This is an optimization exercise on Yosys and OpenROAD, whose aim is small area, not a production implementation. Only simulation tests tie the RTL to the original design; equivalence was not proved. Power and IR drop assume default switching activity. The flow treats the clock pin as an ideal source, which a real chip does not have.

==> flow/design.v <==
package dmem_pkg;
    localparam logic [3:0] OFF_TXDATA = 4'h0;
    localparam logic [3:0] OFF_RXDATA = 4'h4;
    localparam logic [3:0] OFF_STATUS = 4'h8;
    localparam logic [3:0] OFF_COUNT  = 4'hC;
    localparam int ST_TX_FULL  = 0;
    localparam int ST_TX_EMPTY = 1;
    localparam int ST_RX_FULL  = 2;
    localparam int ST_RX_EMPTY = 3;
    localparam int ST_TX_OVF   = 4;
    localparam logic [1:0] REG_TXDATA = OFF_TXDATA[3:2];
    localparam logic [1:0] REG_RXDATA = OFF_RXDATA[3:2];
    localparam logic [1:0] REG_STATUS = OFF_STATUS[3:2];
    localparam logic [1:0] REG_COUNT  = OFF_COUNT[3:2];
    function automatic logic [1:0] decode_reg(input logic [1:0] word_off);
        decode_reg = word_off;
    endfunction
endpackage
module sync_fifo #(
    parameter int WIDTH = 8,
    parameter int DEPTH = 8
) (
    input  logic                       clk,
    input  logic                       reset,
    input  logic                       push,
    input  logic [WIDTH-1:0]           push_data,
    input  logic                       pop,
    output logic [WIDTH-1:0]           head,
    output logic                       full,
    output logic                       empty,
    output logic [$clog2(DEPTH):0]     count
);
    localparam int PW = $clog2(DEPTH);
    logic [WIDTH-1:0] mem_q [DEPTH];
    logic [PW-1:0]    wr_ptr_q, wr_ptr_d;
    logic [PW-1:0]    rd_ptr_q, rd_ptr_d;
    logic [PW:0]      count_q, count_d;
    logic             do_push, do_pop;
    assign empty = (count_q == '0);
    assign full  = (count_q == (PW+1)'(DEPTH));
    assign count = count_q;
    assign head  = empty ? '0 : mem_q[rd_ptr_q];
    always_comb begin
        do_pop   = pop && !empty;
        do_push  = push && (!full || do_pop);
        wr_ptr_d = wr_ptr_q;
        rd_ptr_d = rd_ptr_q;
        count_d  = count_q;
        if (do_push) begin
            wr_ptr_d = wr_ptr_q + PW'(1);
        end
        if (do_pop) begin
            rd_ptr_d = rd_ptr_q + PW'(1);
        end
        if (do_push && !do_pop) begin
            count_d = count_q + (PW+1)'(1);
        end else if (do_pop && !do_push) begin
            count_d = count_q - (PW+1)'(1);
        end
    end
    always_ff @(posedge clk) begin
        if (reset) begin
            wr_ptr_q <= '0;
            rd_ptr_q <= '0;
            count_q  <= '0;
        end else begin
            wr_ptr_q <= wr_ptr_d;
            rd_ptr_q <= rd_ptr_d;
            count_q  <= count_d;
        end
    end
    always_ff @(posedge clk) begin
        if (do_push && !reset) begin
            mem_q[wr_ptr_q] <= push_data;
        end
    end
endmodule
module dmem_responder #(
    parameter int          RAM_WORDS   = 64,
    parameter int          FIFO_DEPTH  = 8,
    parameter logic [31:0] PERIPH_BASE = 32'h0000_1000
) (
    input  logic        clk,
    input  logic        reset,
    input  logic [31:0] addr,
    input  logic [31:0] wdata,
    input  logic        memwrite,
    input  logic        memread,
    output logic [31:0] rdata,
    output logic [7:0]  tx_data,
    output logic        tx_valid,
    input  logic        tx_ready,
    input  logic [7:0]  rx_data,
    input  logic        rx_valid,
    output logic        rx_ready
);
    localparam int RAM_AW = $clog2(RAM_WORDS);
    localparam int CW     = $clog2(FIFO_DEPTH) + 1;
    logic [31:0]       ram_q [RAM_WORDS];
    logic [RAM_AW-1:0] ram_idx;
    logic              ram_hit, mbox_hit;
    logic [1:0]        reg_sel;
    logic              tx_push, tx_full, tx_empty;
    logic [7:0]        tx_head;
    logic [CW-1:0]     tx_count;
    logic              rx_push, rx_pop, rx_full, rx_empty;
    logic [7:0]        rx_head;
    logic [CW-1:0]     rx_count;
    logic              tx_ovf_q, tx_ovf_d;
    logic [31:0]       status;
    assign ram_hit  = (addr < 32'(RAM_WORDS * 4));
    assign ram_idx  = addr[RAM_AW+1:2];
    assign mbox_hit = (addr[31:4] == PERIPH_BASE[31:4]);
    assign reg_sel  = dmem_pkg::decode_reg(addr[3:2]);
    assign tx_valid = !tx_empty;
    assign tx_data  = tx_head;
    assign rx_ready = !rx_full;
    always_comb begin
        tx_push  = memwrite && mbox_hit && (reg_sel == dmem_pkg::REG_TXDATA);
        rx_push  = rx_valid && !rx_full;
        rx_pop   = memread && !memwrite && mbox_hit && (reg_sel == dmem_pkg::REG_RXDATA) && !rx_empty;
        tx_ovf_d = tx_ovf_q;
        if (tx_push && tx_full && !(tx_ready && !tx_empty)) begin
            tx_ovf_d = 1'b1;
        end
        if (memwrite && mbox_hit && (reg_sel == dmem_pkg::REG_STATUS) && wdata[dmem_pkg::ST_TX_OVF]) begin
            tx_ovf_d = 1'b0;
        end
    end
    always_ff @(posedge clk) begin
        if (reset) begin
            tx_ovf_q <= 1'b0;
        end else begin
            tx_ovf_q <= tx_ovf_d;
        end
    end
    sync_fifo #(.WIDTH(8), .DEPTH(FIFO_DEPTH)) u_tx_fifo (
        .clk       (clk),
        .reset     (reset),
        .push      (tx_push),
        .push_data (wdata[7:0]),
        .pop       (tx_ready),
        .head      (tx_head),
        .full      (tx_full),
        .empty     (tx_empty),
        .count     (tx_count)
    );
    sync_fifo #(.WIDTH(8), .DEPTH(FIFO_DEPTH)) u_rx_fifo (
        .clk       (clk),
        .reset     (reset),
        .push      (rx_push),
        .push_data (rx_data),
        .pop       (rx_pop),
        .head      (rx_head),
        .full      (rx_full),
        .empty     (rx_empty),
        .count     (rx_count)
    );
    always_ff @(posedge clk) begin
        if (memwrite && ram_hit) begin
            ram_q[ram_idx] <= wdata;
        end
    end
    always_comb begin
        status              = '0;
        status[dmem_pkg::ST_TX_FULL]  = tx_full;
        status[dmem_pkg::ST_TX_EMPTY] = tx_empty;
        status[dmem_pkg::ST_RX_FULL]  = rx_full;
        status[dmem_pkg::ST_RX_EMPTY] = rx_empty;
        status[dmem_pkg::ST_TX_OVF]   = tx_ovf_q;
        rdata               = '0;
        if (ram_hit) begin
            rdata = ram_q[ram_idx];
        end else if (mbox_hit) begin
            case (reg_sel)
                dmem_pkg::REG_RXDATA: rdata = {24'b0, rx_head};
                dmem_pkg::REG_STATUS: rdata = status;
                dmem_pkg::REG_COUNT:  rdata = {16'b0, 8'(rx_count), 8'(tx_count)};
                default:    rdata = '0;
            endcase
        end
    end
endmodule
==> flow/run.sh <==
#!/bin/bash
# synth_recipe.tcl (not shown) runs the flow's synth.tcl, then flattens the netlist and writes it again
# the make line also repeats each setting of config.mk as NAME=value (left out here)
make -C /OpenROAD-flow-scripts/flow DESIGN_CONFIG=/design/flow/config.mk WORK_HOME=/design/flow/orfs CLKGATE_MAP_FILE= SYNTH_SCRIPT=/design/flow/synth_recipe.tcl finish
==> flow/config.mk <==
export PLATFORM = sky130hd
export DESIGN_NAME = dmem_responder
export DESIGN_NICKNAME = dmem_responder
export VERILOG_FILES = /design/flow/design.v
export SDC_FILE = /design/flow/constraint.sdc
export NUM_CORES = 4
export LEC_CHECK = 0
export CAP_MARGIN = 20
export CORE_MARGIN = 2
export CORE_UTILIZATION = 40
export SLEW_MARGIN = 20
==> flow/constraint.sdc <==
create_clock -name core_clock -period 8.0 [get_ports {clk}]
set_input_delay 1.6000 -clock core_clock [delete_from_list [all_inputs] [get_ports {clk}]]
set_output_delay 1.6000 -clock core_clock [all_outputs]
set_load 0.01 [all_outputs]
==> results of run 1 <==
placed cells by master, fill, tap and decap left out, types with 17 or more instances in the layout:
cell type,netlist,routed
edfxtp_1,2176,2176
nand3_1,38,38
o22ai_1,31,31
buf_4,18,183
clkbuf_16,0,220
clkbuf_1,47,45
mux2_2,39,39
nor3_1,19,17
mux4_2,509,509
clkinv_2,0,45
nor2_4,0,64
nor2_1,130,62
dfxtp_1,27,26
clkinv_1,0,48
o21ai_0,24,24
bufinv_16,0,17
buf_12,6,41
mux2i_1,209,209
nand2_1,67,67
clkdlybuf4s50_1,0,80
a211oi_1,17,17
a21oi_1,55,55
a22oi_1,65,65
a221oi_1,18,18
worst max path at each step:
stage	cells after the start	from	slack (ps)	to
floorplan	8	addr[2]	3080	rdata[3]
global placement	9	addr[20]	280	rdata[6]
detailed placement	9	addr[20]	300	rdata[6]
CTS	9	addr[20]	300	rdata[6]
global route	9	addr[20]	310	rdata[6]
finish	9	addr[20]	460	rdata[6]
per-layer routing:
metal	GRT usage, %	share of wire, %	vias to the layer above
li1	-	-	17000
met1	29.8	41	22800
met2	34.4	48	1865
met3	3.72	7.7	381
met4	6.85	3.3	6
met5	0	0.017	-
worst min-delay path: stages, from the launching register on:
cell and delay, ps:
dfxtp_1 320, nand2_1 50, a21oi_1 70
sequential cells by signal, summed over array words and instances, names as in the netlist, named ones only:
register,count
u_rx_fifo.count_q,4
u_rx_fifo.wr_ptr_q,3
u_rx_fifo.mem_q,64
ram_q,2048
u_tx_fifo.mem_q,64
u_tx_fifo.rd_ptr_q,3
u_tx_fifo.wr_ptr_q,3
u_tx_fifo.count_q,4
tx_ovf_q,1
u_rx_fifo.rd_ptr_q,3
power by group through the flow:
| stage | registers [mW] | logic, mW | clock network, mW |
|---|---|---|---|
| finish | 12.7 | 1.07 | 10.0 |
| global route | 12.7 | 1.13 | 10.6 |
| CTS | 12.7 | 1.08 | 10.2 |
| detailed placement | 13.0 | 1.07 | 0 |
| global placement | 13.0 | 1.06 | 0 |
| floorplan | 12.9 | 0.608 | 0 |
final cells by class:
cell class | count | area (um2) | area share, %
clock inverters | 135 | 1280 | 1.31
well taps | 2821 | 3530 | 3.60
diodes | 2 | 5.00 | 0.00510
flip-flops and latches | 2203 | 65900 | 67.2
multi-input cells | 1415 | 18500 | 18.9
clock buffers | 267 | 5700 | 5.81
repair buffers | 322 | 3140 | 3.20
inverters | 11 | 41.3 | 0.0421
kinds of logic (layout without fill, tap and decap cells):
kind of cell | count (synthesis) | count (layout) | synth area share [%]
and+or+nand+nor | 331 | 331 | 1.80
other | 0 | 2 | 0
xor gates and xnor gates | 13 | 13 | 0.133
muxes | 761 | 761 | 16.5
buffers and inverters | 217 | 735 | 1.72
DFF | 2203 | 2203 | 77.2
AOI/OAI and AO/OA | 298 | 298 | 2.49
adders and majority gates | 12 | 12 | 0.194
==> run_results.csv, run 1 <==
group,metric,value,unit
timing,min_period,7540,ps
min_path,hold_path_class,"reg2reg",
cells_and_area,drive_above_1_share,27.4,%
setup_path,cp_max_fo,23,
floorplanning,fp.coreArea,212000,um2
placement,place_ws,302,ps
placement,dp.cells,6772,
drt,vias,42000,
pwr,fin_total_pwr,23.8,mW
timing,whs,494,ps
cells_and_area,stdcell_count,7176,
floorplanning,die_h,466,um
drt,viasPerCell,5.85,
min_path,min_path_cells,2,
pwr,ir_worst_vdd,0.000223,V
grt,grt-ovfl-total,0,
timing,finalClockSkew,10.6,ps
clocking,ctsResizeCount,0,
grt,grt_pass1_wl,326000,um
drt,drc,0,
min_path,holdCritStartpoint,"u_tx_fifo.rd_ptr_q[1]",
grt,antenna_found_initial,9,
timing,drv_slew,0,
pwr,p_leak,30.5,nW
pwr,seq_power_share,53.4,%
placement,place_area,91000,um2
floorplanning,start_util,40.2,%
cells_and_area,utilization,46.2,%
pwr,cellInternalPower,18.7,mW
setup_path,critPathMaxStageDelay,930,ps
setup_path,rrSetupSlack,4810,ps
setup_path,crit_chain,"clkdlybuf4s50_1, nor4_1, nand4_1, or3_2, buf_4, nor4_1, nand3_1, o21ai_1, clkdlybuf4s50_1",
setup_path,r2r-start,"u_tx_fifo.count_q[0]",
pwr,power.switching,5.07,mW
setup_path,critPathBufInv,3,
floorplanning,io_pins,120,
clocking,cts_tree,"done",
floorplanning,placementRows,169,
placement,port_buffers,117,
clocking,clock_latency,860,ps
cells_and_area,syn_to_final_growth,14.9,%
cells_and_area,fin_area,98100,um2
setup_path,crit_family,"simple AND/OR/NAND/NOR gates",
drt,first_pass_iters,6,
synth,netlist_top_cells_count,"2,176 x edfxtp_1, 509 x mux4_2, 209 x mux2i_1",
placement,routabilityCongestion,0.814,
timing,setup_violations,0,
drt,initialDrtViolationCount,5517,
setup_path,r2r-end,"u_tx_fifo.count_q[3]",
drt,ant_nets,0,
synth,yosysMostFrequentCell,"edfxtp_1",
timing,relSlewSlack,19.6,%
pwr,p_sw_share,21.3,%
synth,synth_area,85300,um2
synth,yosys_warnings,2,
clocking,cts.clk_slew.worst_paths,60,ps
timing,max_freq,0.133,GHz
floorplanning,chipWidth,466,um
run_status,status,"finished clean",
synth,synth.largest_area_cell,"edfxtp_1",
clocking,numCtsBuffers,217,
setup_path,startpoint_type,"input pin",
timing,worst_slew_pin_slew,1200,ps
drt,drt_wl_total,234000,um
setup_path,cp.arrival,5940,ps
cells_and_area,n_fill_cell,17400,
run,cap_violations,0,
drt,avgRoutedWirePerCell,32.6,um
synth,ys_ff_latch,2203,
synth,yosysSeqAreaShare,77.2,%
synth,avgSynthCellArea,22.3,um2
timing,post-route-period-util,94.3,%
setup_path,critPathKind,"in2out",
synth,yosys-top-cells-area,"edfxtp_1 77%, mux4_2 13%, mux2i_1 2.5%, dfxtp_1 0.63%, a22oi_1 0.57%",
clocking,holdBufCountCts,0,
clocking,clockBufferDepth,3,
cells_and_area,final_nets,4260,
grt,first_global_vias,41600,
synth,synth-async-reset-ratio,0,%
setup_path,critPathSlowestCell,"nor4_1",
pwr,pwr-share-comb,4.5,%
timing,rsz0062_at_grt,"false",
floorplanning,dieArea,217000,um2
grt,grtUsageTotal,21.4,%
clocking,post_cts_buffers,0,
grt,grt_start_max_net_pins,87,
timing,hold_violations,0,
timing,setup_tns,0,ps
synth,synth.distinct_cells,70,
pwr,p_clk_share,42.1,%
synth,syn_inst,3835,
setup_path,cp.required,6400,ps
placement,dp_hpwl,138000,um
setup_path,worst_setup_path_end_kind,"output pin",
synth,synth_edf_count,2176,
pwr,p_per_area,243,nW/um2
setup_path,reg2reg_depth,11,
synth,ys.flop_type,"edfxtp_1",
clocking,clkSinkCount,2203,
clocking,clockRootBuffer,"clkbuf_16",
timing,setup_ws,456,ps
clocking,cts_max_level,4,
synth,synth_top_area_share,76.6,%
==> inputs of run 2 (changes only) <==
--- a/flow/design.v
+++ b/flow/design.v
@@ -33,6 +33,4 @@
     localparam int PW = $clog2(DEPTH);
     logic [WIDTH-1:0] mem_q [DEPTH];
-    logic [PW-1:0]    wr_ptr_q, wr_ptr_d;
-    logic [PW-1:0]    rd_ptr_q, rd_ptr_d;
     logic [PW:0]      count_q, count_d;
     logic             do_push, do_pop;
@@ -40,17 +38,14 @@
     assign full  = (count_q == (PW+1)'(DEPTH));
     assign count = count_q;
-    assign head  = empty ? '0 : mem_q[rd_ptr_q];
-    always_comb begin
-        do_pop   = pop && !empty;
-        do_push  = push && (!full || do_pop);
-        wr_ptr_d = wr_ptr_q;
-        rd_ptr_d = rd_ptr_q;
-        count_d  = count_q;
-        if (do_push) begin
-            wr_ptr_d = wr_ptr_q + PW'(1);
-        end
-        if (do_pop) begin
-            rd_ptr_d = rd_ptr_q + PW'(1);
-        end
+    always_comb begin
+        head = '0;
+        for (int i = 0; i < DEPTH; i++) begin
+            head = head | ({WIDTH{count_q == (PW+1)'(i + 1)}} & mem_q[i]);
+        end
+    end
+    always_comb begin
+        do_pop  = pop && !empty;
+        do_push = push && (!full || do_pop);
+        count_d = count_q;
         if (do_push && !do_pop) begin
             count_d = count_q + (PW+1)'(1);
@@ -61,16 +56,15 @@
     always_ff @(posedge clk) begin
         if (reset) begin
-            wr_ptr_q <= '0;
-            rd_ptr_q <= '0;
-            count_q  <= '0;
+            count_q <= '0;
         end else begin
-            wr_ptr_q <= wr_ptr_d;
-            rd_ptr_q <= rd_ptr_d;
-            count_q  <= count_d;
-        end
-    end
-    always_ff @(posedge clk) begin
-        if (do_push && !reset) begin
-            mem_q[wr_ptr_q] <= push_data;
+            count_q <= count_d;
+        end
+    end
+    always_ff @(posedge clk) begin
+        if (do_push) begin
+            mem_q[0] <= push_data;
+            for (int i = 1; i < DEPTH; i++) begin
+                mem_q[i] <= mem_q[i-1];
+            end
         end
     end
@@ -101,4 +95,6 @@
     logic              ram_hit, mbox_hit;
     logic [1:0]        reg_sel;
+    logic [RAM_WORDS-1:0] ram_sel;
+    logic [31:0]       mbox_rd;
     logic              tx_push, tx_full, tx_empty;
     logic [7:0]        tx_head;
@@ -121,5 +117,5 @@
         rx_pop   = memread && !memwrite && mbox_hit && (reg_sel == dmem_pkg::REG_RXDATA) && !rx_empty;
         tx_ovf_d = tx_ovf_q;
-        if (tx_push && tx_full && !(tx_ready && !tx_empty)) begin
+        if (tx_push && tx_full && !tx_ready) begin
             tx_ovf_d = 1'b1;
         end
@@ -163,4 +159,30 @@
     end
     always_comb begin
+        for (int i = 0; i < RAM_WORDS; i++) begin
+            ram_sel[i] = ram_hit && (ram_idx == RAM_AW'(i));
+        end
+    end
+    for (genvar b = 0; b < 32; b++) begin : g_rd
+        logic [21:0] n;
+        logic [5:0]  p;
+        logic [1:0]  q;
+        for (genvar g = 0; g < 21; g++) begin : g_aoi
+            dmem_aoi222 u_aoi (
+                .a0(ram_q[3*g][b]),   .s0(ram_sel[3*g]),
+                .a1(ram_q[3*g+1][b]), .s1(ram_sel[3*g+1]),
+                .a2(ram_q[3*g+2][b]), .s2(ram_sel[3*g+2]),
+                .y(n[g])
+            );
+        end
+        dmem_aoi21 u_last (.a(ram_q[63][b]), .s(ram_sel[63]), .c(mbox_rd[b]), .y(n[21]));
+        for (genvar k = 0; k < 5; k++) begin : g_nand
+            dmem_nand4 u_nand (.a(n[4*k]), .b(n[4*k+1]), .c(n[4*k+2]), .d(n[4*k+3]), .y(p[k]));
+        end
+        dmem_nand2 u_nand5 (.a(n[20]), .b(n[21]), .y(p[5]));
+        dmem_nor3  u_nor0  (.a(p[0]), .b(p[1]), .c(p[2]), .y(q[0]));
+        dmem_nor3  u_nor1  (.a(p[3]), .b(p[4]), .c(p[5]), .y(q[1]));
+        dmem_nand2 u_out   (.a(q[0]), .b(q[1]), .y(rdata[b]));
+    end
+    always_comb begin
         status              = '0;
         status[dmem_pkg::ST_TX_FULL]  = tx_full;
@@ -169,15 +191,43 @@
         status[dmem_pkg::ST_RX_EMPTY] = rx_empty;
         status[dmem_pkg::ST_TX_OVF]   = tx_ovf_q;
-        rdata               = '0;
-        if (ram_hit) begin
-            rdata = ram_q[ram_idx];
-        end else if (mbox_hit) begin
+        mbox_rd             = '0;
+        if (mbox_hit) begin
             case (reg_sel)
-                dmem_pkg::REG_RXDATA: rdata = {24'b0, rx_head};
-                dmem_pkg::REG_STATUS: rdata = status;
-                dmem_pkg::REG_COUNT:  rdata = {16'b0, 8'(rx_count), 8'(tx_count)};
-                default:    rdata = '0;
+                dmem_pkg::REG_RXDATA: mbox_rd = {24'b0, rx_head};
+                dmem_pkg::REG_STATUS: mbox_rd = status;
+                dmem_pkg::REG_COUNT:  mbox_rd = {16'b0, 8'(rx_count), 8'(tx_count)};
+                default:    mbox_rd = '0;
             endcase
         end
     end
 endmodule
+module dmem_aoi222 (
+    input  logic a0, s0, a1, s1, a2, s2,
+    output logic y
+);
+    assign y = ~((a0 & s0) | (a1 & s1) | (a2 & s2));
+endmodule
+module dmem_aoi21 (
+    input  logic a, s, c,
+    output logic y
+);
+    assign y = ~((a & s) | c);
+endmodule
+module dmem_nand4 (
+    input  logic a, b, c, d,
+    output logic y
+);
+    assign y = ~(a & b & c & d);
+endmodule
+module dmem_nand2 (
+    input  logic a, b,
+    output logic y
+);
+    assign y = ~(a & b);
+endmodule
+module dmem_nor3 (
+    input  logic a, b, c,
+    output logic y
+);
+    assign y = ~(a | b | c);
+endmodule
--- a/flow/config.mk
+++ b/flow/config.mk
@@ -8,4 +8,7 @@
 export CAP_MARGIN = 20
 export CORE_MARGIN = 2
-export CORE_UTILIZATION = 40
+export CORE_UTILIZATION = 60
+export CTS_BUF_LIST = sky130_fd_sc_hd__clkbuf_8
+export CTS_CLUSTER_SIZE = 20
 export SLEW_MARGIN = 20
+export SYNTH_HIERARCHICAL = 1
==> run_results.csv, run 2 <==
group,metric,value,unit
timing,finalClockSkew,39.8,ps
cells_and_area,syn_to_final_growth,15.6,%
timing,setup_violations,0,
grt,busiest_layer,"met2",
clocking,cts_max_level,5,
timing,setup_ws,195,ps
cells_and_area,largest_register_ffs,2048,
synth,syn_inst,3617,
drt,drt_wl_total,221000,um
synth,yosysSeqAreaShare,85.0,%
timing,max_freq,0.128,GHz
floorplanning,dieArea,131000,um2
cells_and_area,final_nets,4386,
synth,synth_area,77100,um2
cells_and_area,layout_commonest_cell,"edfxtp_1",
min_path,hold_path_class,"reg2reg",
synth,yosys_warnings,9,
cells_and_area,final_cell_mix,"2,176 x edfxtp_1, 676 x a222oi_1, 357 x clkbuf_8, 179 x buf_4, 168 x nand4_1",
drt,initialDrtViolationCount,8400,
pwr,p_leak,28.3,nW
timing,worst_slew_pin_slew,1090,ps
min_path,min_path_cells,0,
placement,dp_hpwl,125000,um
drt,ant_nets,0,
timing,drv_slew,0,
timing,hold_violations,0,
synth,synth.distinct_cells,55,
timing,relSlewSlack,27.4,%
setup_path,startpoint_type,"input pin",
setup_path,critPathKind,"in2out",
grt,first_global_vias,43800,
placement,place_ws,160,ps
drt,first_pass_iters,13,
floorplanning,start_util,60.5,%
clocking,clockBufferDepth,4,
grt,grtUsageMet2,54.1,%
grt,antenna_found_initial,7,
cells_and_area,drive_above_1_share,19.9,%
synth,synth_top_area_share,84.8,%
drt,viasPerCell,7.10,
setup_path,r2r-end,"u_rx_fifo.count_q[3]",
drt,avgRoutedWirePerCell,35.6,um
placement,routabilityCongestion,0.865,
setup_path,r2r-start,"u_rx_fifo.count_q[1]",
grt,grt_pass1_wl,309000,um
setup_path,crit_chain,"clkdlybuf4s50_1, nor4_1, and4_1, nand4_1, buf_4, nor2_2, buf_4, a222oi_1, nand4_1, nor3_2, nand2_1, clkdlybuf4s50_1",
floorplanning,fp.coreArea,128000,um2
floorplanning,placementRows,131,
timing,setup_tns,0,ps
pwr,p_per_area,249,nW/um2
clocking,holdBufCountCts,0,
min_path,holdCritStartpoint,"u_rx_fifo.mem_q[1][6]",
synth,yosys-top-cells-area,"edfxtp_1 85%, a222oi_1 8.8%, nand4_1 1.4%, nor3_2 0.83%, nor2_1 0.72%",
setup_path,cp.arrival,6200,ps
cells_and_area,reg_top3,"ram_q: 2048 flops, u_rx_fifo.mem_q: 64 flops, u_tx_fifo.mem_q: 64 flops",
grt,grt_start_max_net_pins,67,
clocking,clockRootBuffer,"clkbuf_8",
grt,grt-ovfl-total,0,
min_path,min_to,"u_rx_fifo.mem_q[2][6]",
setup_path,critPathMaxStageDelay,690,ps
synth,netlist_top_cells_count,"2,176 x edfxtp_1, 676 x a222oi_1, 168 x nand4_1",
grt,use_met3,6.30,%
clocking,post_cts_buffers,0,
drt,drc,0,
setup_path,rrSetupSlack,4930,ps
floorplanning,chipWidth,362,um
setup_path,critPathSlowestCell,"nor2_2",
clocking,clock_latency,1000,ps
grt,grtUsageTotal,33.5,%
synth,synth-async-reset-ratio,0,%
clocking,clkSinkCount,2185,
floorplanning,die_h,362,um
clocking,ctsResizeCount,0,
synth,ys_ff_latch,2185,
pwr,ir_worst_vdd,0.000187,V
setup_path,reg2reg_depth,9,
floorplanning,io_pins,120,
clocking,cts_tree,"done",
setup_path,cp_max_fo,12,
synth,ys.flop_type,"edfxtp_1",
timing,min_period,7800,ps
setup_path,critPathBufInv,4,
clocking,cts.clk_slew.worst_paths,60,ps
synth,yosysMostFrequentCell,"edfxtp_1",
drt,vias,44100,
clocking,numCtsBuffers,352,
run,cap_violations,0,
timing,post-route-period-util,97.6,%
synth,synth_edf_count,2176,
setup_path,crit_family,"simple AND/OR/NAND/NOR gates",
placement,port_buffers,117,
synth,synth.largest_area_cell,"edfxtp_1",
run_status,status,"finished clean",
cells_and_area,n_fill_cell,7970,
timing,rsz0062_at_grt,"false",
setup_path,worst_setup_path_end_kind,"output pin",
synth,avgSynthCellArea,21.3,um2
grt,use_met1,44.2,%
setup_path,cp.required,6400,ps
cells_and_area,regMostFlops,"ram_q",
[run 2: where the power goes]
group	switching (mW)	internal (mW)	total [mW]
Sequential	0.0897	12.7	12.8
Combinational	0.664	0.350	1.01
Clock	4.15	4.15	8.30
Total	4.90	17.2	22.2
[run 2: cells by family (layout without fill, tap and decap cells)]
| family | count (synthesis) | after routing | synth area share, % |
|---|---|---|---|
| adder cells (fa/ha/maj) | 10 | 10 | 0.162 |
| AND/OR/NAND/NOR | 545 | 545 | 4.11 |
| AO/OA/AOI/OAI | 791 | 791 | 9.98 |
| buffers and inverters | 51 | 959 | 0.315 |
| flip-flops | 2185 | 2185 | 85.0 |
| other | 1 | 27 | 0.00486 |
| XOR/XNOR | 4 | 4 | 0.0454 |
| multiplexers | 30 | 30 | 0.399 |
[run 2: layout make-up]
cell class | instances | area, um2 | area share (%)
Antenna cell | 7 | 17.5 | 0.0197
Clock buffer | 357 | 4910 | 5.52
Clock inverter | 243 | 1020 | 1.14
Inverter | 15 | 56.3 | 0.0632
Multi-Input combinational cell | 1400 | 12100 | 13.6
Sequential cell | 2185 | 65500 | 73.5
Tap cell | 1662 | 2080 | 2.33
Timing Repair Buffer | 344 | 3370 | 3.78
[run 2: worst max path at each step]
stage,startpoint,slack [ps],to,cells past startpoint
2_1_floorplan,addr[20],700,u_tx_fifo.count_q[3],10
3_3_place_gp,addr[16],250,rdata[0],11
3_5_place_dp,addr[16],160,rdata[0],11
4_1_cts,addr[16],130,rdata[0],11
5_1_grt,addr[16],90,rdata[28],12
6_report,addr[16],200,rdata[28],12
[run 2: per-module statistics from Yosys (local to each module, per instance), excerpt]
module / cells inside / flops+latches
dmem_nand2: 1 / 0
dmem_responder: 2297 / 2049
dmem_aoi21: 1 / 0
dmem_nand4: 1 / 0
dmem_aoi222: 1 / 0
dmem_nor3: 1 / 0
[run 2: through the flow]
step | hold slack, ps | util, % | total power, mW | instance area [um2] | cells
5_1_grt | 451 | 69.9 | 22.8 | 89100 | 6209
4_1_cts | 435 | 69.8 | 22.2 | 89000 | 6205
3_5_place_dp | 433 | 65.2 | 14.1 | 83100 | 5605
3_3_place_gp | 429 | 65.1 | 14.0 | 83000 | 5603
2_1_floorplan | 426 | - | 13.5 | 77200 | 3636
6_report | 444 | 69.9 | 22.2 | 89100 | 6213
[run 2: metal layers]
layer	wire, um	vias to the layer above	part of all wire, %
li1	-	18100	-
met1	77800	22600	35
met2	108000	3012	49
met3	24400	471	11
met4	11200	0	5.0
met5	0	-	0
==> inputs of run 3 (changes only) <==
==> flow/flow/run.sh (new file) <==
#!/bin/bash
# Standard ORFS layout with two changes: port buffers use the smallest
# buffer cell, and clock tree synthesis clusters more sinks per buffer and
# inserts no dummy loads. Each tool's full output goes to its own log here
# (ORFS also keeps per-step logs under orfs/logs/).
set -euo pipefail
export BUFFER_PORTS_ARGS="-buffer_cell sky130_fd_sc_hd__buf_1"
export CTS_ARGS="-sink_clustering_enable -repair_clock_nets -dont_use_dummy_load -buf_list {sky130_fd_sc_hd__clkbuf_16} -sink_clustering_size 25 -sink_clustering_max_diameter 80 -sink_buffer_max_cap_derate 1.0"
bash standard.sh synth > synth.log 2>&1
bash standard.sh floorplan > floorplan.log 2>&1
bash standard.sh place > place.log 2>&1
bash standard.sh cts > cts.log 2>&1
bash standard.sh finish > route_finish.log 2>&1
==> flow/standard.sh (new file) <==
#!/bin/bash
# synth_recipe.tcl (not shown) runs the flow's synth.tcl, then flattens the netlist and writes it again
# the make line also repeats each setting of config.mk as NAME=value (left out here)
make -C /OpenROAD-flow-scripts/flow DESIGN_CONFIG=/design/flow/config.mk WORK_HOME=/design/flow/orfs CLKGATE_MAP_FILE= SYNTH_SCRIPT=/design/flow/synth_recipe.tcl "${@:-finish}"
--- a/flow/config.mk
+++ b/flow/config.mk
@@ -6,9 +6,7 @@
 export NUM_CORES = 4
 export LEC_CHECK = 0
-export CAP_MARGIN = 20
+export CAP_MARGIN = 10
 export CORE_MARGIN = 2
 export CORE_UTILIZATION = 60
-export CTS_BUF_LIST = sky130_fd_sc_hd__clkbuf_8
-export CTS_CLUSTER_SIZE = 20
-export SLEW_MARGIN = 20
+export SLEW_MARGIN = 10
 export SYNTH_HIERARCHICAL = 1
removed: flow/run.sh
==> run_results.csv, run 3 <==
group,metric,value,unit
cells_and_area,largest_register_ffs,2048,
placement,dp_hpwl,120000,um
clocking,clockBufferDepth,3,
timing,min_period,7230,ps
cells_and_area,drive_above_1_share,14.4,%
setup_path,r2r-start,"u_rx_fifo.count_q[0]",
clocking,clockRootBuffer,"clkbuf_16",
timing,rsz0062_at_grt,"false",
cells_and_area,regMostFlops,"ram_q",
setup_path,cp.arrival,5630,ps
setup_path,rrSetupSlack,4240,ps
grt,grt_start_max_net_pins,67,
synth,synthMuxAreaShare,0.399,%
synth,yosys_warnings,9,
setup_path,critPathSlowestCell,"nand4_4",
clocking,holdBufCountCts,0,
setup_path,cp.required,6400,ps
placement,place_area,81900,um2
setup_path,reg2reg_depth,10,
floorplanning,placementRows,131,
timing,hold_violations,0,
cells_and_area,layout_commonest_cell,"edfxtp_1",
floorplanning,chipWidth,362,um
drt,ant_nets,0,
placement,port_buffers,117,
timing,setup_tns,0,ps
synth,netlist_top_cells_count,"2,176 x edfxtp_1, 676 x a222oi_1, 168 x nand4_1",
cells_and_area,final_cell_mix,"2,176 x edfxtp_1, 676 x a222oi_1, 195 x buf_4, 168 x nand4_1, 100 x clkbuf_16",
drt,drc,0,
synth,synth_edf_count,2176,
synth,synth_area,77100,um2
timing,max_freq,0.138,GHz
drt,avgRoutedWirePerCell,38.1,um
cells_and_area,final_nets,4111,
run_status,status,"finished clean",
grt,grtUsageTotal,32.6,%
synth,syn_inst,3617,
clocking,clkSinkCount,2185,
placement,place_ws,874,ps
timing,drv_slew,0,
min_path,min_to,"u_rx_fifo.mem_q[2][3]",
cells_and_area,fin_area,84400,um2
synth,ys_ff_latch,2185,
timing,post-route-period-util,90.4,%
drt,vias,42200,
synth,synth-async-reset-ratio,0,%
setup_path,cp_max_fo,32,
drt,viasPerCell,7.43,
synth,synth_fa_ha_area_share,0.162,%
synth,synth.distinct_cells,55,
pwr,p_per_area,228,nW/um2
setup_path,critPathMaxStageDelay,770,ps
floorplanning,die_h,362,um
drt,drt_wl_total,216000,um
grt,first_global_vias,40800,
min_path,holdCritStartpoint,"u_rx_fifo.mem_q[1][3]",
synth,synth.largest_area_cell,"edfxtp_1",
synth,synth_xor_area_share,0.0454,%
synth,ys.flop_type,"edfxtp_1",
floorplanning,dieArea,131000,um2
floorplanning,io_pins,120,
min_path,min_path_cells,0,
floorplanning,fp.coreArea,128000,um2
synth,yosysMostFrequentCell,"edfxtp_1",
synth,avgSynthCellArea,21.3,um2
clocking,cts.clk_slew.worst_paths,90,ps
timing,finalClockSkew,26.8,ps
clocking,cts_max_level,3,
cells_and_area,syn_to_final_growth,9.50,%
timing,setup_violations,0,
grt,antenna_found_initial,6,
clocking,post_cts_buffers,0,
floorplanning,start_util,60.5,%
timing,worst_slew_pin_slew,1210,ps
setup_path,crit_chain,"buf_1, nor4_1, and4_1, nand4_4, buf_4, nor2_2, buf_4, a222oi_1, nand4_1, nor3_2, nand2_1, buf_1",
timing,setup_ws,768,ps
synth,yosys-top-cells-area,"edfxtp_1 85%, a222oi_1 8.8%, nand4_1 1.4%, nor3_2 0.83%, nor2_1 0.72%",
clocking,ctsResizeCount,0,
grt,grt_pass1_wl,299000,um
timing,relSlewSlack,18.9,%
min_path,hold_path_class,"reg2reg",
clocking,clock_latency,720,ps
drt,initialDrtViolationCount,8356,
pwr,p_leak,25.6,nW
cells_and_area,n_fill_cell,8268,
run,cap_violations,0,
placement,routabilityCongestion,0.818,
clocking,numCtsBuffers,100,
synth,synth_top_family_by_area,"compound AO/OA/AOI/OAI gates",
synth,synth_compound_area_share,9.98,%
drt,first_pass_iters,12,
setup_path,r2r-end,"u_rx_fifo.count_q[3]",
synth,synth_top_area_share,84.8,%
pwr,ir_worst_vdd,0.000218,V
cells_and_area,diodes,0,
synth,yosys.area_share.simple,4.11,%
cells_and_area,reg_top3,"ram_q: 2048 flops, u_rx_fifo.mem_q: 64 flops, u_tx_fifo.mem_q: 64 flops",
clocking,cts_tree,"done",
setup_path,startpoint_type,"input pin",
setup_path,critPathKind,"in2out",
setup_path,worst_setup_path_end_kind,"output pin",
synth,yosysSeqAreaShare,85.0,%
grt,grt-ovfl-total,0,
## run 3: critical path, delay by kind of cell
| family | cells | cell delay, ps |
|---|---|---|
| and+or+nand+nor | 7 | 2530 |
| buffers and inverters | 4 | 1320 |
| AOI/OAI and AO/OA | 1 | 150 |
## run 3: kinds of logic after synthesis
group / after synthesis
xor gates and xnor gates: 4
AOI/OAI and AO/OA: 791
muxes: 30
adders and majority gates: 10
buffers and inverters: 51
and+or+nand+nor: 545
other: 1
DFF: 2185
## run 3: worst max-delay path by stage
stage / end / startpoint / slack (ps)
after floorplan: u_tx_fifo.count_q[3] / addr[20] / 700
after CTS: rdata[3] / addr[16] / 860
after global routing: rdata[10] / addr[26] / 700
final: rdata[10] / addr[11] / 770
after detailed placement: rdata[3] / addr[9] / 870
after global placement: rdata[0] / addr[11] / 980
## run 3: metal layers
metal	routed length [um]	vias up	track usage, %
met5	13	-	0
met4	9800	2	13.3
met3	22700	343	5.06
met2	106000	2722	53.0
met1	78200	21900	44.7
li1	-	17300	-
## run 3: per-module statistics from Yosys, one instance, submodules excluded, a selection
module | cells inside | copies in the design | area [um2]
dmem_aoi21 | 1 | 32 | 8.76
dmem_aoi222 | 1 | 672 | 10.0
dmem_nand2 | 1 | 64 | 3.75
dmem_nand4 | 1 | 160 | 6.26
dmem_nor3 | 1 | 64 | 10.0
dmem_responder | 2297 | 1 | 62800
## run 3: area by class of cell
type                    instances  area [um2]  share of cell area, %
clock buffers                 100        2500                   2.96
multi-input cells            1400       12100                   14.3
flip-flops and latches       2185       65500                   77.6
well taps                    1662        2080                   2.46
inverters                      15        56.3                 0.0667
repair buffers                321        2160                   2.55
## run 3: report_power, final
| part | switching [mW] | internal (mW) | leakage [nW] |
|---|---|---|---|
| clock | 3.24 | 2.23 | 1.23 |
| sequential | 0.0910 | 12.7 | 19.7 |
| combinational | 0.673 | 0.282 | 4.74 |
| total | 4.01 | 15.2 | 25.6 |
## run 3: per-stage QoR
stage                     total power [mW]  hold slack [ps]  std cells  util, %
final                                 19.2              433       5683     66.2
after global routing                  19.7              437       5683     66.2
after CTS                             19.3              427       5683     66.2
after detailed placement              14.0              436       5583     64.2
after floorplan                       13.5              426       3636        -
after global placement                14.0              433       5583     64.2
==> inputs of run 4 (changes only) <==
--- a/flow/design.v
+++ b/flow/design.v
@@ -38,9 +38,16 @@
     assign full  = (count_q == (PW+1)'(DEPTH));
     assign count = count_q;
-    always_comb begin
-        head = '0;
+    logic [DEPTH-1:0] hsel;
+    always_comb begin
         for (int i = 0; i < DEPTH; i++) begin
-            head = head | ({WIDTH{count_q == (PW+1)'(i + 1)}} & mem_q[i]);
-        end
+            hsel[i] = (count_q == (PW+1)'(i + 1));
+        end
+    end
+    for (genvar b = 0; b < WIDTH; b++) begin : g_head
+        logic [DEPTH-1:0] col;
+        for (genvar i = 0; i < DEPTH; i++) begin : g_col
+            assign col[i] = mem_q[i][b];
+        end
+        dmem_andor8 u_rd (.d(col), .s(hsel), .y(head[b]));
     end
     always_comb begin
@@ -164,7 +171,5 @@
     end
     for (genvar b = 0; b < 32; b++) begin : g_rd
-        logic [21:0] n;
-        logic [5:0]  p;
-        logic [1:0]  q;
+        logic [20:0] n;
         for (genvar g = 0; g < 21; g++) begin : g_aoi
             dmem_aoi222 u_aoi (
@@ -175,12 +180,9 @@
             );
         end
-        dmem_aoi21 u_last (.a(ram_q[63][b]), .s(ram_sel[63]), .c(mbox_rd[b]), .y(n[21]));
-        for (genvar k = 0; k < 5; k++) begin : g_nand
-            dmem_nand4 u_nand (.a(n[4*k]), .b(n[4*k+1]), .c(n[4*k+2]), .d(n[4*k+3]), .y(p[k]));
-        end
-        dmem_nand2 u_nand5 (.a(n[20]), .b(n[21]), .y(p[5]));
-        dmem_nor3  u_nor0  (.a(p[0]), .b(p[1]), .c(p[2]), .y(q[0]));
-        dmem_nor3  u_nor1  (.a(p[3]), .b(p[4]), .c(p[5]), .y(q[1]));
-        dmem_nand2 u_out   (.a(q[0]), .b(q[1]), .y(rdata[b]));
+        if (b < 12) begin : g_mb
+            dmem_or_tree_c u_tree (.n(n), .a(ram_q[63][b]), .s(ram_sel[63]), .c(mbox_rd[b]), .y(rdata[b]));
+        end else begin : g_nomb
+            dmem_or_tree u_tree (.n(n), .a(ram_q[63][b]), .s(ram_sel[63]), .y(rdata[b]));
+        end
     end
     always_comb begin
@@ -208,10 +210,4 @@
     assign y = ~((a0 & s0) | (a1 & s1) | (a2 & s2));
 endmodule
-module dmem_aoi21 (
-    input  logic a, s, c,
-    output logic y
-);
-    assign y = ~((a & s) | c);
-endmodule
 module dmem_nand4 (
     input  logic a, b, c, d,
@@ -232,2 +228,23 @@
     assign y = ~(a | b | c);
 endmodule
+module dmem_or_tree_c (
+    input  logic [20:0] n,
+    input  logic        a, s, c,
+    output logic        y
+);
+    assign y = ~(&n) | (a & s) | c;
+endmodule
+module dmem_or_tree (
+    input  logic [20:0] n,
+    input  logic        a, s,
+    output logic        y
+);
+    assign y = ~(&n) | (a & s);
+endmodule
+module dmem_andor8 (
+    input  logic [7:0] d,
+    input  logic [7:0] s,
+    output logic       y
+);
+    assign y = |(d & s);
+endmodule
--- a/flow/flow/run.sh
+++ b/flow/flow/run.sh
@@ -6,5 +6,5 @@
 set -euo pipefail
 export BUFFER_PORTS_ARGS="-buffer_cell sky130_fd_sc_hd__buf_1"
-export CTS_ARGS="-sink_clustering_enable -repair_clock_nets -dont_use_dummy_load -buf_list {sky130_fd_sc_hd__clkbuf_16} -sink_clustering_size 25 -sink_clustering_max_diameter 80 -sink_buffer_max_cap_derate 1.0"
+export CTS_ARGS="-sink_clustering_enable -repair_clock_nets -dont_use_dummy_load -buf_list {sky130_fd_sc_hd__clkbuf_16} -sink_clustering_size 30 -sink_clustering_max_diameter 80 -sink_buffer_max_cap_derate 1.0"
 bash standard.sh synth > synth.log 2>&1
 bash standard.sh floorplan > floorplan.log 2>&1
--- a/flow/config.mk
+++ b/flow/config.mk
@@ -8,5 +8,6 @@
 export CAP_MARGIN = 10
 export CORE_MARGIN = 2
-export CORE_UTILIZATION = 60
+export CORE_UTILIZATION = 75
+export PLACE_DENSITY = 0.82
 export SLEW_MARGIN = 10
 export SYNTH_HIERARCHICAL = 1
==> run_results.csv, run 4 <==
group,metric,value,unit
floorplanning,fp.coreArea,100000,um2
drt,initialDrtViolationCount,11800,
clocking,clkSinkCount,2185,
floorplanning,die_h,323,um
placement,place_area,80400,um2
clocking,cts_tree,"done",
clocking,post_cts_buffers,0,
pwr,seq_power_share,69.3,%
cells_and_area,final_nets,3986,
floorplanning,start_util,76.0,%
synth,yosys-top-cells-area,"edfxtp_1 86%, a222oi_1 8.8%, nand4_1 1.2%, nor2_1 0.70%, a22oi_1 0.68%",
drt,ant_nets,0,
clocking,clockBufferDepth,3,
placement,routabilityCongestion,0.893,
synth,avgSynthCellArea,21.5,um2
setup_path,cp.arrival,5830,ps
synth,synth_top_area_share,85.6,%
grt,first_global_vias,41500,
drt,vias,43400,
timing,rsz0062_at_grt,"false",
setup_path,crit_start,"addr[28]",
timing,hold_violations,0,
floorplanning,io_pins,120,
floorplanning,placementRows,116,
cells_and_area,utilization,82.2,%
floorplanning,chipWidth,323,um
run_status,violations,"max-capacitance violations, max-slew violations",
cells_and_area,register_area,65500,um2
setup_path,r2r-start,"u_tx_fifo.count_q[0]",
placement,dp.cells,5166,
pwr,pwr-share-comb,3.8,%
grt,grtUsageMet2,61.0,%
synth,yosysSeqAreaShare,85.9,%
grt,use_met3,10.9,%
drt,drt_wl_total,207000,um
min_path,holdCritStartpoint,"u_rx_fifo.mem_q[4][6]",
run_status,status,"finished with violations",
grt,grtUsageTotal,39.9,%
drt,first_pass_iters,15,
cells_and_area,multi_input_area,11300,um2
pwr,p_clk_share,26.8,%
grt,grt-ovfl-total,0,
setup_path,rrSetupSlack,4710,ps
cells_and_area,regMostFlops,"ram_q",
grt,busiest_layer,"met2",
pwr,ir_worst_vdd,0.000204,V
cells_and_area,reg_top3,"ram_q: 2048 flops, u_rx_fifo.mem_q: 64 flops, u_tx_fifo.mem_q: 64 flops",
clocking,cts.clk_slew.worst_paths,100,ps
pwr,cellInternalPower,14.8,mW
pwr,p_sw_share,19.9,%
synth,syn_inst,3544,
timing,post-route-period-util,92.9,%
cells_and_area,drive_above_1_share,11.3,%
run,cap_violations,1,
synth,synth-async-reset-ratio,0,%
synth,synth.largest_area_cell,"edfxtp_1",
cells_and_area,stdcell_count,5258,
clocking,ctsResizeCount,0,
cells_and_area,layout_commonest_cell,"edfxtp_1",
timing,setup_violations,0,
pwr,p_per_area,224,nW/um2
synth,synth_area,76300,um2
cells_and_area,n_fill_cell,4510,
cells_and_area,largest_register_ffs,2048,
grt,use_met1,54.4,%
timing,worst_slew_pin_slew,1500,ps
cells_and_area,syn_to_final_growth,8.18,%
timing,setup_tns,0,ps
grt,grt_pass1_wl,290000,um
clocking,clock_latency,680,ps
placement,dp_hpwl,116000,um
synth,yosysMostFrequentCell,"edfxtp_1",
grt,antenna_found_initial,11,
clocking,numCtsBuffers,83,
synth,synth_edf_count,2176,
min_path,hold_path_class,"reg2reg",
setup_path,startpoint_type,"input pin",
drt,viasPerCell,8.25,
synth,ys_ff_latch,2185,
clocking,holdBufCountCts,0,
placement,port_buffers,117,
cells_and_area,final_cell_mix,"2,176 x edfxtp_1, 672 x a222oi_1, 168 x buf_4, 152 x nand4_1, 85 x buf_1",
pwr,power.switching,3.68,mW
pwr,p_leak,25.1,nW
timing,max_freq,0.135,GHz
timing,finalClockSkew,22.7,ps
synth,ys.flop_type,"edfxtp_1",
setup_path,cp.required,6400,ps
grt,grt_start_max_net_pins,67,
setup_path,cp_max_fo,32,
setup_path,reg2reg_depth,9,
drt,drc,0,
timing,drv_slew,1,
clocking,clockRootBuffer,"clkbuf_16",
synth,netlist_top_cells_count,"2,176 x edfxtp_1, 672 x a222oi_1, 152 x nand4_1",
setup_path,critical_path.endpoint,"rdata[27]",
drt,avgRoutedWirePerCell,39.3,um
setup_path,critPathKind,"in2out",
synth,synth.distinct_cells,43,
setup_path,worst_setup_path_end_kind,"output pin",
synth,yosys_warnings,9,
floorplanning,dieArea,104000,um2
cells_and_area,fin_area,82500,um2
timing,min_period,7430,ps
setup_path,r2r-end,"u_tx_fifo.count_q[3]",
timing,relSlewSlack,-0.432,%
clocking,cts_max_level,3,
==> run 4: cells by family (layout without fill, tap and decap cells) <==
group | after synthesis | in the layout | share of synthesized area [%]
compound gates | 783 | 783 | 9.89
xor+xnor | 4 | 4 | 0.0459
fa+ha+maj | 10 | 10 | 0.164
buf+inv | 31 | 383 | 0.200
flops | 2185 | 2185 | 85.9
mux | 10 | 10 | 0.141
other cells | 0 | 5 | 0
simple gates | 521 | 521 | 3.69
==> run 4: per-module statistics from Yosys, one instance, submodules excluded, excerpt <==
module / area [um2] / copies in the design / flip-flops and latches
dmem_andor8: 36.3 / 16 / 0
dmem_aoi222: 10.0 / 672 / 0
dmem_or_tree_c: 55.1 / 12 / 0
dmem_or_tree: 51.3 / 20 / 0
dmem_responder: 62800 / 1 / 2049
==> run 4: critical path, cell delays in order <==
cell	delay [ps]
buf_1	100
nor3_1	60
and4_1	420
nand4_4	430
buf_4	420
nor2_2	80
buf_4	290
a222oi_1	450
nand4_1	320
nor4_1	1220
nand2_1	180
buf_1	200
==> run 4: worst min path at each step <==
stage / cells past startpoint / slack [ps] / to
finish: 0 / 460 / u_rx_fifo.mem_q[5][6]
global route: 0 / 460 / u_rx_fifo.mem_q[5][6]
CTS: 0 / 460 / u_rx_fifo.mem_q[5][7]
detailed placement: 0 / 440 / u_rx_fifo.mem_q[2][4]
global placement: 0 / 430 / u_rx_fifo.mem_q[7][5]
floorplan: 0 / 430 / u_rx_fifo.mem_q[2][0]
==> run 4: power groups by stage <==
stage	clock network (mW)	logic (mW)	registers [mW]
floorplan	0	0.315	13.0
global placement	0	0.641	13.0
detailed placement	0	0.692	13.1
CTS	4.90	0.695	12.8
global route	5.21	0.758	12.8
finish	4.95	0.711	12.8
==> run 4: final cells by class <==
type	count	area share (%)
Antenna cell	5	0.0152
Inverter	9	0.0409
Timing Repair Buffer	291	2.24
Sequential cell	2185	79.4
Tap cell	1357	2.06
Multi-Input combinational cell	1328	13.7
Clock buffer	83	2.52
==> run 4: through the flow <==
stage	hold slack, ps	setup slack, ps	power, mW
after floorplan	427	679	13.4
after global placement	433	954	13.7
after detailed placement	435	836	13.8
after CTS	459	858	18.4
after global routing	457	606	18.8
final	459	568	18.5
==> run 4: metal layers <==
layer	wire (um)	vias up
li1	-	17000
met1	62600	21200
met2	95300	4552
met3	35400	645
met4	13300	8
met5	46	-
==> inputs of run 5 (changes only) <==
--- a/flow/config.mk
+++ b/flow/config.mk
@@ -6,8 +6,8 @@
 export NUM_CORES = 4
 export LEC_CHECK = 0
-export CAP_MARGIN = 10
+export CAP_MARGIN = 20
 export CORE_MARGIN = 2
 export CORE_UTILIZATION = 75
 export PLACE_DENSITY = 0.82
-export SLEW_MARGIN = 10
+export SLEW_MARGIN = 20
 export SYNTH_HIERARCHICAL = 1
==> run_results.csv, run 5 <==
group,metric,value,unit
run_status,status,"finished clean",
timing,rsz0062_at_grt,"false",
cells_and_area,regMostFlops,"ram_q",
synth,yosysSeqAreaShare,85.9,%
clocking,cts_tree,"done",
synth,synth.largest_area_cell,"edfxtp_1",
clocking,clockBufferDepth,3,
floorplanning,io_pins,120,
drt,avgRoutedWirePerCell,39.7,um
cells_and_area,largest_register_ffs,2048,
synth,ys.flop_type,"edfxtp_1",
synth,synth.distinct_cells,43,
placement,place_ws,966,ps
synth,synth_edf_count,2176,
pwr,ir_worst_vdd,0.000277,V
grt,grt_pass1_wl,292000,um
drt,drc,0,
pwr,fin_total_pwr,18.5,mW
clocking,post_cts_buffers,0,
synth,avgSynthCellArea,21.5,um2
placement,routabilityCongestion,0.893,
timing,post-route-period-util,92.2,%
timing,hold_violations,0,
setup_path,cp.arrival,5770,ps
setup_path,worst_setup_path_end_kind,"output pin",
min_path,hold_path_class,"reg2reg",
pwr,seq_power_share,69.2,%
synth,yosys-top-cells-area,"edfxtp_1 86%, a222oi_1 8.8%, nand4_1 1.2%, nor2_1 0.70%, a22oi_1 0.68%",
drt,met3_length,37100,um
clocking,cts.clk_slew.worst_paths,100,ps
synth,yosys_warnings,9,
timing,setup_tns,0,ps
drt,met2_length,97800,um
grt,grt_start_max_net_pins,67,
pwr,cellInternalPower,14.8,mW
timing,max_freq,0.136,GHz
clocking,holdBufCountCts,0,
synth,synth_area,76300,um2
setup_path,critPathKind,"in2out",
timing,setup_violations,0,
synth,ys_ff_latch,2185,
drt,top_layer,"met5",
floorplanning,dieArea,104000,um2
placement,port_buffers,117,
grt,first_global_vias,41700,
drt,drt_wl_total,210000,um
floorplanning,die_h,323,um
clocking,clockRootBuffer,"clkbuf_16",
drt,first_pass_iters,15,
drt,initialDrtViolationCount,12400,
synth,syn_inst,3544,
cells_and_area,final_cell_mix,"2,176 x edfxtp_1, 672 x a222oi_1, 168 x buf_4, 152 x nand4_1, 85 x buf_1",
drt,ant_nets,0,
timing,drv_slew,0,
placement,place_area,80900,um2
run,cap_violations,0,
cells_and_area,final_nets,4020,
clocking,clkSinkCount,2185,
synth,netlist_top_cells_count,"2,176 x edfxtp_1, 672 x a222oi_1, 152 x nand4_1",
pwr,p_sw_share,20.1,%
timing,finalClockSkew,27.8,ps
cells_and_area,layout_commonest_cell,"edfxtp_1",
cells_and_area,reg_top3,"ram_q: 2048 flops, u_rx_fifo.mem_q: 64 flops, u_tx_fifo.mem_q: 64 flops",
timing,setup_ws,627,ps
floorplanning,fp.coreArea,100000,um2
clocking,clock_latency,710,ps
drt,drt-met1-wl,62800,um
floorplanning,start_util,76.0,%
placement,dp_hpwl,119000,um
cells_and_area,drive_above_1_share,12.1,%
pwr,pwr-share-comb,3.9,%
setup_path,startpoint_type,"input pin",
setup_path,cp_max_fo,14,
synth,synth_top_area_share,85.6,%
drt,vias,44100,
floorplanning,placementRows,116,
floorplanning,chipWidth,323,um
grt,grtUsageTotal,40.1,%
clocking,cts_max_level,3,
cells_and_area,syn_to_final_growth,9.40,%
timing,min_period,7370,ps
pwr,power.switching,3.72,mW
timing,relSlewSlack,13.2,%
grt,grt-ovfl-total,0,
drt,viasPerCell,8.32,
synth,synth-async-reset-ratio,0,%
grt,antenna_found_initial,12,
cells_and_area,fin_area,83500,um2
pwr,p_per_area,222,nW/um2
timing,worst_slew_pin_slew,1290,ps
clocking,numCtsBuffers,83,
pwr,p_clk_share,26.9,%
clocking,ctsResizeCount,0,
synth,yosysMostFrequentCell,"edfxtp_1",
setup_path,cp.required,6400,ps
pwr,p_leak,25.5,nW
## run 5: cell counts after synthesis
No cell type changed its count.
## run 5: power groups by stage
| stage | logic (mW) | clock network, mW | registers (mW) |
|---|---|---|---|
| final | 0.719 | 4.98 | 12.8 |
| after global routing | 0.761 | 5.24 | 12.8 |
| after CTS | 0.703 | 4.92 | 12.8 |
| after detailed placement | 0.696 | 0 | 13.1 |
| after global placement | 0.641 | 0 | 13.0 |
| after floorplan | 0.315 | 0 | 13.0 |
## run 5: critical path, stage by stage
cell,delay [ps]
buf_1,100
nor4_1,70
and4_1,400
nand4_4,510
buf_4,280
nor2_2,110
buf_4,200
buf_4,200
a222oi_1,380
nand4_1,300
nor4_2,1100
nand2_1,270
buf_1,210
## run 5: logic make-up after synthesis
logic type,Yosys count,share of synthesized area (%)
AND/OR/NAND/NOR,521,3.69
XOR/XNOR,4,0.0459
AO/OA/AOI/OAI,783,9.89
multiplexers,10,0.141
adder cells (fa/ha/maj),10,0.164
flip-flops,2185,85.9
buffers and inverters,31,0.200
## run 5: path summary, 6_finish.rpt
path	end	startpoint	cells after the start	slack, ps
setup reg to reg	u_tx_fifo.count_q[3]	u_tx_fifo.count_q[0]	9	4710
setup / recovery	rdata[31]	addr[9]	13	630
hold / removal	u_tx_fifo.mem_q[4][7]	u_tx_fifo.mem_q[3][7]	0	450
hold reg to reg	u_tx_fifo.mem_q[4][7]	u_tx_fifo.mem_q[3][7]	0	450
## run 5: per-module statistics from Yosys (local to each module, per instance), a selection
module          flip-flops and latches  area [um2]
dmem_responder                    2049       62800
dmem_or_tree_c                       0        55.1
dmem_or_tree                         0        51.3
dmem_andor8                          0        36.3
dmem_aoi222                          0        10.0
## run 5: final cells by class
| type | instances | area [um2] |
|---|---|---|
| multi-input cells | 1328 | 11400 |
| fillers | 4347 | 17000 |
| clock buffers | 83 | 2080 |
| diodes | 6 | 15.0 |
| well taps | 1357 | 1700 |
| flip-flops and latches | 2185 | 65500 |
| inverters | 9 | 33.8 |
| repair buffers | 325 | 2740 |
## run 5: routing by layer
layer  vias up  global-route usage (%)
li1      17000                       -
met1     21400                    54.7
met2      4882                    61.6
met3       711                    11.2
met4        12                    19.0
met5         -                       0
## run 5: metrics by stage
| stage | utilization (%) | hold slack (ps) | instances |
|---|---|---|---|
| after floorplan | - | 427 | 3544 |
| after global placement | 80.0 | 433 | 5166 |
| after detailed placement | 80.5 | 434 | 5185 |
| after CTS | 82.6 | 450 | 5268 |
| after global routing | 83.1 | 462 | 5289 |
| final | 83.1 | 453 | 5293 |
==> inputs of run 6 (changes only) <==
--- a/flow/design.v
+++ b/flow/design.v
@@ -68,10 +68,18 @@
         end
     end
-    always_ff @(posedge clk) begin
-        if (do_push) begin
-            mem_q[0] <= push_data;
-            for (int i = 1; i < DEPTH; i++) begin
-                mem_q[i] <= mem_q[i-1];
-            end
+    logic push_hold;
+    assign push_hold = !do_push;
+    for (genvar i = 0; i < DEPTH; i++) begin : g_ent
+        logic [WIDTH-1:0] nxt, src;
+        if (i == 0) begin : g_first
+            assign src = push_data;
+        end else begin : g_next
+            assign src = mem_q[i-1];
+        end
+        for (genvar b = 0; b < WIDTH; b++) begin : g_bit
+            dmem_hold u_hold (.q(mem_q[i][b]), .hold(push_hold), .d(src[b]), .load(do_push), .y(nxt[b]));
+        end
+        always_ff @(posedge clk) begin
+            mem_q[i] <= nxt;
         end
     end
@@ -102,5 +110,5 @@
     logic              ram_hit, mbox_hit;
     logic [1:0]        reg_sel;
-    logic [RAM_WORDS-1:0] ram_sel;
+    logic [RAM_WORDS-1:0] ram_sel, ram_we, ram_hold;
     logic [31:0]       mbox_rd;
     logic              tx_push, tx_full, tx_empty;
@@ -160,13 +168,20 @@
         .count     (rx_count)
     );
-    always_ff @(posedge clk) begin
-        if (memwrite && ram_hit) begin
-            ram_q[ram_idx] <= wdata;
-        end
-    end
     always_comb begin
         for (int i = 0; i < RAM_WORDS; i++) begin
-            ram_sel[i] = ram_hit && (ram_idx == RAM_AW'(i));
-        end
+            ram_sel[i]  = ram_hit && (ram_idx == RAM_AW'(i));
+            ram_we[i]   = memwrite && ram_sel[i];
+            ram_hold[i] = !ram_we[i];
+        end
+    end
+    for (genvar i = 0; i < RAM_WORDS; i++) begin : g_word
+        logic [31:0] q, d;
+        for (genvar b = 0; b < 32; b++) begin : g_bit
+            dmem_hold u_hold (.q(q[b]), .hold(ram_hold[i]), .d(wdata[b]), .load(ram_we[i]), .y(d[b]));
+        end
+        always_ff @(posedge clk) begin
+            q <= d;
+        end
+        assign ram_q[i] = q;
     end
     for (genvar b = 0; b < 32; b++) begin : g_rd
@@ -249,2 +264,8 @@
     assign y = |(d & s);
 endmodule
+module dmem_hold (
+    input  logic q, hold, d, load,
+    output logic y
+);
+    assign y = (q & hold) | (d & load);
+endmodule
==> run_results.csv, run 6 <==
group,metric,value,unit
setup_path,critPathMaxStageDelay,1240,ps
timing,drv_slew,0,
synth,ys.flop_type,"dfxtp_1",
floorplanning,placementRows,115,
cells_and_area,n_fill_cell,5821,
synth,synth.distinct_cells,41,
cells_and_area,syn_to_final_growth,9.26,%
grt,grtUsageTotal,51.4,%
grt,first_global_vias,60100,
floorplanning,io_pins,120,
drt,initialDrtViolationCount,14900,
run_status,violations,"negative setup slack",
synth,syn_inst,5816,
floorplanning,fp.coreArea,98100,um2
clocking,cts_max_level,3,
setup_path,reg2reg_depth,12,
timing,whs,497,ps
synth,yosysSeqAreaShare,59.1,%
min_path,min_path_cells,1,
timing,min_period,8260,ps
cells_and_area,fin_area,80900,um2
grt,grt_start_max_net_pins,67,
floorplanning,die_h,318,um
synth,synth_area,74100,um2
min_path,holdCritStartpoint,"g_word[63].q[19]",
cells_and_area,register_area,43700,um2
synth,netlist_top_cells_count,"2,185 x dfxtp_1, 2,176 x a22o_1, 672 x a222oi_1",
floorplanning,chipWidth,318,um
setup_path,cp.required,6400,ps
timing,max_freq,0.121,GHz
cells_and_area,final_nets,6364,
timing,hold_violations,0,
synth,avgSynthCellArea,12.7,um2
placement,place_area,78700,um2
timing,worst_slew_pin_slew,1410,ps
pwr,p_per_area,212,nW/um2
synth,synth-async-reset-ratio,0,%
setup_path,startpoint_type,"input pin",
clocking,clockRootBuffer,"clkbuf_16",
drt,viasPerCell,8.57,
run_status,status,"finished with violations",
grt,grt-ovfl-total,0,
timing,relSlewSlack,5.29,%
synth,yosysMostFrequentCell,"dfxtp_1",
setup_path,critPathKind,"in2out",
drt,vias,65000,
cells_and_area,layout_commonest_cell,"dfxtp_1",
synth,synth_top_area_share,59.1,%
placement,routabilityCongestion,1.04,
synth,yosys_warnings,11,
clocking,clockBufferDepth,3,
cells_and_area,reg_top3,"g_word.q: 2048 flops, u_rx_fifo.mem_q: 64 flops, u_tx_fifo.mem_q: 64 flops",
synth,synth_edf_count,0,
clocking,ctsResizeCount,0,
floorplanning,dieArea,101000,um2
setup_path,worst_setup_path_end_kind,"output pin",
clocking,numCtsBuffers,82,
min_path,min_to,"g_word[63].q[19]",
timing,setup_tns,-291,ps
drt,ant_nets,0,
timing,finalClockSkew,8.47,ps
timing,setup_ws,-255,ps
clocking,cts_tree,"done",
setup_path,r2r-end,"u_rx_fifo.count_q[3]",
clocking,clkSinkCount,2185,
cells_and_area,multi_input_area,30600,um2
floorplanning,start_util,75.5,%
cells_and_area,utilization,82.5,%
setup_path,cp_max_fo,32,
placement,port_buffers,117,
cells_and_area,final_cell_mix,"2,185 x dfxtp_1, 2,176 x a22o_1, 672 x a222oi_1, 294 x buf_4, 148 x nand4_1",
setup_path,r2r-start,"u_rx_fifo.count_q[0]",
pwr,p_leak,30.1,nW
setup_path,critPathSlowestCell,"nor4_1",
grt,grt_pass1_wl,397000,um
cells_and_area,regMostFlops,"g_word.q",
pwr,ir_worst_vdd,0.000225,V
drt,drc,0,
timing,post-route-period-util,103,%
clocking,clock_latency,720,ps
grt,antenna_found_initial,29,
timing,setup_violations,3,
drt,drt_wl_total,273000,um
timing,rsz0062_at_grt,"false",
setup_path,rrSetupSlack,4550,ps
setup_path,cp.arrival,6660,ps
drt,avgRoutedWirePerCell,36.1,um
run,cap_violations,0,
clocking,post_cts_buffers,0,
min_path,hold_path_class,"reg2reg",
cells_and_area,largest_register_ffs,2048,
placement,dp_hpwl,162000,um
clocking,cts.clk_slew.worst_paths,110,ps
synth,synth.largest_area_cell,"dfxtp_1",
cells_and_area,drive_above_1_share,8.97,%
synth,ys_ff_latch,2185,
clocking,holdBufCountCts,0,
drt,first_pass_iters,14,
setup_path,crit_chain,"buf_1, nor2b_1, nand2_1, nor2_2, buf_4, a222oi_1, nand4_1, nor4_1, nand2_1, buf_1",
synth,yosys-top-cells-area,"dfxtp_1 59%, a22o_1 26%, a222oi_1 9.1%, nand4_1 1.3%, a22oi_1 0.70%",
run 6: cell count changes after synthesis, moves of 8 or more:
cell / before / now
edfxtp_1: 2176 / 0
nand3_1: 31 / 88
nor2_1: 142 / 91
a22o_1: 0 / 2176
nor3_1: 2 / 72
dfxtp_1: 9 / 2185
clkbuf_1: 9 / 17
run 6: metrics by stage:
step	power (mW)	cells	setup WS, ps
6_report	17.2	7576	-255
3_3_place_gp	12.2	7475	582
4_1_cts	17.0	7557	573
5_1_grt	17.5	7563	10.1
3_5_place_dp	12.2	7475	591
2_1_floorplan	11.8	5816	584
run 6: layout make-up:
type                    count  area share (%)
flip-flops and latches   2185            54.1
clock buffers              82            2.54
multi-input cells        3580            37.8
diodes                     15          0.0464
well taps                1287            1.99
repair buffers            416            3.50
inverters                  11          0.0510
run 6: metal layers:
| metal | vias to the layer above | wire [um] | track usage, % |
|---|---|---|---|
| met5 | - | 146 | 0.0946 |
| met4 | 24 | 24300 | 36.1 |
| met3 | 1168 | 45800 | 18.8 |
| met2 | 5782 | 109000 | 70.6 |
| met1 | 31600 | 93800 | 67.1 |
| li1 | 26400 | - | - |
run 6: cells by family after synthesis:
family,after synthesis,share of synthesized area [%]
adders and majority gates,10,0.169
muxes,10,0.145
buffers and inverters,51,0.360
AOI/OAI and AO/OA,2959,35.9
and+or+nand+nor,597,4.30
DFF,2185,59.1
xor gates and xnor gates,4,0.0473
run 6: worst max path at each step:
stage / from / to / slack [ps] / depth (start not counted)
5_1_grt: addr[5] / rdata[12] / 10 / 10
4_1_cts: addr[2] / rdata[12] / 570 / 10
3_5_place_dp: addr[2] / rdata[12] / 590 / 10
2_1_floorplan: addr[3] / u_rx_fifo.count_q[3] / 580 / 9
3_3_place_gp: addr[2] / rdata[12] / 580 / 10
6_report: addr[5] / rdata[12] / -260 / 10
run 6: per-module statistics from Yosys (local to each module, per instance), a selection:
| module | flip-flops and latches | cells inside | copies in the design | area (um2) |
|---|---|---|---|---|
| dmem_responder | 2049 | 2390 | 1 | 42800 |
| dmem_hold | 0 | 1 | 2176 | 8.76 |
| dmem_aoi222 | 0 | 1 | 672 | 10.0 |
| dmem_andor8 | 0 | 5 | 16 | 36.3 |
| dmem_or_tree_c | 0 | 9 | 12 | 55.1 |
| dmem_or_tree | 0 | 9 | 20 | 51.3 |
run 6: worst max-delay path: cells and delay by family:
family / cells / cell delay [ps]
simple gates: 6 / 3360
buf+inv: 3 / 1000
compound gates: 1 / 660
run 6: where the power goes:
group          internal (mW)  switching [mW]
Clock                   1.86            3.23
Combinational          0.270           0.613
Sequential              11.0           0.145
Total                   13.2            3.99

==> what the ideal ports hide <==
In the flow no input, the clock included, has a driving cell. The finished layouts below were timed again as built, in two steps.
Step 1, drivers: a clkbuf_16 drives clk and a buf_2 each remaining input, both assumed.
Step 2 also shifts input and output timing later by t, the mid clock arrival at the registers, as if the neighbouring blocks saw the same clock.
Three values: ideal ports, drivers, drivers and shift; two values: the first two.
run	shift t [ns]	setup WS [ns]	slew at the worst register clock pin (ns)
run 1	0.929	0.456 / 0.389 / 0.389	0.07 / 0.07
run 2	1.063	0.195 / 0.169 / 0.169	0.07 / 0.07
run 3	0.813	0.768 / 0.743 / 0.743	0.10 / 0.10
run 4	0.752	0.568 / 0.509 / 0.509	0.12 / 0.12
run 5	0.764	0.627 / 0.532 / 0.532	0.12 / 0.12
run 6	0.800	-0.255 / -0.349 / -0.349	0.12 / 0.12
The setup slack of run 5, which loses most, moves by -0.095 ns with the drivers and by -0.095 ns with both steps.
